Background: an optimization exercise with open tools, aiming at small area, a short achievable clock period and few clock cycles. Do not read the settings as production practice. In this exercise RTL edits were held to simulation tests only and were not proved equivalent to the original. Power figures rest on the tool's default switching activity, not on a simulated workload.

## run Z
## qkv_proj_top
module qkv_proj_top #(
  parameter int NUM_PROJ = 3
) (
  input  logic           clk,
  input  logic           reset_n,
  input  logic           dut_valid,
  output logic           dut_ready,
  output qkv_pkg::addr_t input_read_address,
  input  qkv_pkg::data_t input_read_data,
  output qkv_pkg::addr_t weight_read_address,
  input  qkv_pkg::data_t weight_read_data,
  output logic           result_write_enable,
  output qkv_pkg::addr_t result_write_address,
  output qkv_pkg::data_t result_write_data
);
Size: about 310 flip-flops.
==> module qkv_ctrl, before the edit <==
module qkv_ctrl #(
  parameter int NUM_PROJ = 3
) (
  input  logic           clk,
  input  logic           reset_n,
  input  logic           dut_valid,
  input  qkv_pkg::data_t input_read_data,
  input  qkv_pkg::data_t weight_read_data,
  output logic           dut_ready,
  output logic           fetch_start,
  output logic           fetch_step,
  output logic           dot_first,
  output logic           dot_end,
  output logic           row_end,
  output logic           matrix_end,
  output qkv_pkg::dim_t  k_dim,
  input  logic           pipe_busy
);
  localparam int P_W = 2;   
  localparam logic [P_W-1:0] LAST_PROJ = P_W'(NUM_PROJ - 1);
  qkv_pkg::ctrl_state_t state;
  qkv_pkg::dim_t m_dim;
  qkv_pkg::dim_t n_dim;
  qkv_pkg::dim_t k_cnt;
  qkv_pkg::dim_t j_cnt;
  qkv_pkg::dim_t r_cnt;
  logic [P_W-1:0] p_idx;
  logic k_last;
  logic j_last;
  logic r_last;
  logic p_last;
  logic       last_fetch;
  assign fetch_start = (state == qkv_pkg::PREP);
  assign fetch_step  = (state == qkv_pkg::COMPUTE);
  assign dot_end    = fetch_step && k_last;
  assign row_end    = dot_end && j_last;
  assign matrix_end = row_end && r_last;
  assign last_fetch = matrix_end && p_last;
  qkv_pkg::ctrl_state_t state_nxt;
  always_comb begin
    state_nxt = state;
    case (state)
      qkv_pkg::IDLE:      if (dut_valid) state_nxt = qkv_pkg::LOAD_ADDR;
      qkv_pkg::LOAD_ADDR: state_nxt = qkv_pkg::LOAD_DIMS;
      qkv_pkg::LOAD_DIMS: state_nxt = qkv_pkg::PREP;
      qkv_pkg::PREP:      state_nxt = qkv_pkg::COMPUTE;
      qkv_pkg::COMPUTE:   if (last_fetch) state_nxt = qkv_pkg::DRAIN;
      qkv_pkg::DRAIN:     if (!pipe_busy) state_nxt = qkv_pkg::IDLE;
      default:            state_nxt = qkv_pkg::IDLE;
    endcase
  end
  always_ff @(posedge clk) begin
    if (!reset_n) begin
      state     <= qkv_pkg::IDLE;
      dut_ready <= 1'b1;
    end else begin
      state     <= state_nxt;
      dut_ready <= (state_nxt == qkv_pkg::IDLE);
    end
  end
  always_ff @(posedge clk) begin
    if (state == qkv_pkg::LOAD_DIMS) begin
      m_dim <= input_read_data[16 +: qkv_pkg::DIM_W];
      k_dim <= input_read_data[0 +: qkv_pkg::DIM_W];
      n_dim <= weight_read_data[0 +: qkv_pkg::DIM_W];
    end
  end
  always_ff @(posedge clk) begin
    if (fetch_start) begin
      dot_first <= 1'b1;
    end else if (fetch_step) begin
      dot_first <= k_last;
    end
  end
  always_ff @(posedge clk) begin
    if (fetch_start) begin
      k_cnt  <= k_dim;
      j_cnt  <= n_dim;
      r_cnt  <= m_dim;
      p_idx  <= '0;
      k_last <= (k_dim == qkv_pkg::dim_t'(1));
      j_last <= (n_dim == qkv_pkg::dim_t'(1));
      r_last <= (m_dim == qkv_pkg::dim_t'(1));
      p_last <= (NUM_PROJ == 1);
    end else if (fetch_step) begin
      if (k_last) begin
        k_cnt  <= k_dim;
        k_last <= (k_dim == qkv_pkg::dim_t'(1));
      end else begin
        k_cnt  <= k_cnt - 1'b1;
        k_last <= (k_cnt == qkv_pkg::dim_t'(2));
      end
      if (dot_end) begin
        if (j_last) begin
          j_cnt  <= n_dim;
          j_last <= (n_dim == qkv_pkg::dim_t'(1));
        end else begin
          j_cnt  <= j_cnt - 1'b1;
          j_last <= (j_cnt == qkv_pkg::dim_t'(2));
        end
      end
      if (row_end) begin
        if (r_last) begin
          r_cnt  <= m_dim;
          r_last <= (m_dim == qkv_pkg::dim_t'(1));
        end else begin
          r_cnt  <= r_cnt - 1'b1;
          r_last <= (r_cnt == qkv_pkg::dim_t'(2));
        end
      end
      if (matrix_end) begin
        p_idx  <= p_idx + 1'b1;
        p_last <= (p_idx == LAST_PROJ - 1'b1);
      end
    end
  end
endmodule
==> module input_addr_gen, before the edit <==
module input_addr_gen (
  input  logic           clk,
  input  logic           reset_n,
  input  logic           fetch_start,
  input  logic           fetch_step,
  input  logic           dot_end,
  input  logic           row_end,
  input  logic           matrix_end,
  input  qkv_pkg::dim_t  k_dim,
  output qkv_pkg::addr_t input_read_address
);
  qkv_pkg::addr_t addr_inc;
  assign addr_inc = input_read_address + 1'b1;
  always_ff @(posedge clk) begin
    if (fetch_start || (fetch_step && matrix_end)) begin
      input_read_address <= qkv_pkg::addr_t'(1);
    end else if (fetch_step) begin
      if (row_end) begin
        input_read_address <= addr_inc;
      end else if (dot_end) begin
        input_read_address <= addr_inc - qkv_pkg::addr_t'(k_dim);
      end else begin
        input_read_address <= addr_inc;
      end
    end else begin
      input_read_address <= '0;
    end
  end
endmodule
==> module qkv_proj_top, before the edit <==
module qkv_proj_top #(
  parameter int NUM_PROJ = 3
) (
  input  logic           clk,
  input  logic           reset_n,
  input  logic           dut_valid,
  output logic           dut_ready,
  output qkv_pkg::addr_t input_read_address,
  input  qkv_pkg::data_t input_read_data,
  output qkv_pkg::addr_t weight_read_address,
  input  qkv_pkg::data_t weight_read_data,
  output logic           result_write_enable,
  output qkv_pkg::addr_t result_write_address,
  output qkv_pkg::data_t result_write_data
);
  logic fetch_start;
  logic fetch_step;
  logic dot_first;
  logic dot_end;
  logic row_end;
  logic matrix_end;
  logic pipe_busy;
  qkv_pkg::dim_t k_dim;
  qkv_ctrl #(
    .NUM_PROJ (NUM_PROJ)
  ) ctrl_i (
    .clk              (clk),
    .reset_n          (reset_n),
    .dut_valid        (dut_valid),
    .input_read_data  (input_read_data),
    .weight_read_data (weight_read_data),
    .dut_ready        (dut_ready),
    .fetch_start      (fetch_start),
    .fetch_step       (fetch_step),
    .dot_first        (dot_first),
    .dot_end          (dot_end),
    .row_end          (row_end),
    .matrix_end       (matrix_end),
    .k_dim            (k_dim),
    .pipe_busy        (pipe_busy)
  );
  input_addr_gen input_addr_gen_i (
    .clk                (clk),
    .reset_n            (reset_n),
    .fetch_start        (fetch_start),
    .fetch_step         (fetch_step),
    .dot_end            (dot_end),
    .row_end            (row_end),
    .matrix_end         (matrix_end),
    .k_dim              (k_dim),
    .input_read_address (input_read_address)
  );
  weight_addr_gen weight_addr_gen_i (
    .clk                 (clk),
    .reset_n             (reset_n),
    .fetch_start         (fetch_start),
    .fetch_step          (fetch_step),
    .row_end             (row_end),
    .matrix_end          (matrix_end),
    .weight_read_address (weight_read_address)
  );
  mac_writer mac_writer_i (
    .clk                  (clk),
    .reset_n              (reset_n),
    .fetch_start          (fetch_start),
    .dot_first            (dot_first),
    .dot_end              (dot_end),
    .input_read_data      (input_read_data),
    .weight_read_data     (weight_read_data),
    .pipe_busy            (pipe_busy),
    .result_write_enable  (result_write_enable),
    .result_write_address (result_write_address),
    .result_write_data    (result_write_data)
  );
endmodule
clock: 10.0 ns
lec_check: 0
cap_margin: 20
core_margin: 2
core_utilization: 75
cts_cluster_diameter: 120
cts_cluster_size: 28
slew_margin: 20
standard.sh (not shown) runs the stock make flow with config.mk's settings and CLKGATE_MAP_FILE= SYNTH_SCRIPT=/design/flow/synth_recipe.tcl, a recipe that flattens the netlist after the stock synthesis.
==> flow/flow/run.sh <==
#!/bin/bash
set -euo pipefail
bash standard.sh 'BUFFER_PORTS_ARGS=-buffer_cell sky130_fd_sc_hd__buf_1' SETUP_SLACK_MARGIN=6.75 finish > standard_flow.log 2>&1
Testbench counts of run Z, summed over its fixed seeds: cycles 426,597.
> inputs changed (run Z -> run M)
diff --git a/flow/design.v b/flow/design.v
--- a/flow/design.v
+++ b/flow/design.v
@@ -34,5 +34,4 @@
   output logic           row_end,
   output logic           matrix_end,
-  output qkv_pkg::dim_t  k_dim,
   input  logic           pipe_busy
 );
@@ -41,4 +40,5 @@
   qkv_pkg::ctrl_state_t state;
   qkv_pkg::dim_t m_dim;
+  qkv_pkg::dim_t k_dim;
   qkv_pkg::dim_t n_dim;
   qkv_pkg::dim_t k_cnt;
@@ -147,7 +147,7 @@
   input  logic           row_end,
   input  logic           matrix_end,
-  input  qkv_pkg::dim_t  k_dim,
   output qkv_pkg::addr_t input_read_address
 );
+  qkv_pkg::addr_t row_base;
   qkv_pkg::addr_t addr_inc;
   assign addr_inc = input_read_address + 1'b1;
@@ -159,5 +159,5 @@
         input_read_address <= addr_inc;
       end else if (dot_end) begin
-        input_read_address <= addr_inc - qkv_pkg::addr_t'(k_dim);
+        input_read_address <= row_base;
       end else begin
         input_read_address <= addr_inc;
@@ -167,4 +167,11 @@
     end
   end
+  always_ff @(posedge clk) begin
+    if (fetch_start || (fetch_step && matrix_end)) begin
+      row_base <= qkv_pkg::addr_t'(1);
+    end else if (fetch_step && row_end) begin
+      row_base <= addr_inc;
+    end
+  end
 endmodule
 `default_nettype wire
@@ -1990,5 +1997,4 @@
   logic matrix_end;
   logic pipe_busy;
-  qkv_pkg::dim_t k_dim;
   qkv_ctrl #(
     .NUM_PROJ (NUM_PROJ)
@@ -2006,5 +2012,4 @@
     .row_end          (row_end),
     .matrix_end       (matrix_end),
-    .k_dim            (k_dim),
     .pipe_busy        (pipe_busy)
   );
@@ -2017,5 +2022,4 @@
     .row_end            (row_end),
     .matrix_end         (matrix_end),
-    .k_dim              (k_dim),
     .input_read_address (input_read_address)
   );
## What came out
- Looking at clock share of power across run Z and run M, the one that comes out higher is run Z.
- End of the critical path = mac_writer_i.acc[61]: run Z; end of the critical path = mac_writer_i.result_write_data[30]: run M
- [run M] critical path depth rose 2 relative to run Z
- The shortest period the worst path allows of run M was inferior to that of run Z.
- In the reports for run Z and run M, the smaller largest fanout on the critical path belongs to run M.
- Compared with run Z, summed instance area of the synthesized netlist in run M increased slightly.
- Against run Z, sum of net half-perimeters after detailed placement in run M rose by a few percent.
- Number of design-rule violations left by the first detailed-router iteration ends up higher on run M.
- Per the comparison of run M with run Z, total routed wirelength down about 1.5%; combinational power up about 0.6%; worst-case setup slack after placement up 0.32 ns; die area up 0.59%.
Testbench counts of run M, summed over its fixed seeds: cycles 426,597.

[static timing again, ports no longer ideal]
The flow's constraints put no driver on any port. The routed layouts listed below were extracted and timed again, unchanged, in two steps.
Step 1, drivers: a clkbuf_16 drives clk and a buf_2 each remaining input, both assumed.
Step 2 adds t to the input delays and takes it off the output delays; t is the mean of the earliest and latest rising clock arrival at the registers after step 1. Input paths then give back, and output paths get back, about the clock's delay inside the block.
Slacks: no drivers / after step 1 / after step 2; pairs: no drivers / after step 1.
run | shift t [ns] | slack for setup (ns) | worst hold slack (ns) | worst setup path after step 2 | worst register clock-pin slew, ns
run Z | 0.577 | 6.781 / 6.771 / 6.781 | 0.358 / 0.358 / 0.358 | register to register | 0.12 / 0.12
run M | 0.575 | 6.763 / 6.763 / 6.763 | 0.331 / 0.331 / 0.331 | register to register | 0.11 / 0.11
After both steps every run listed still meets setup and hold.
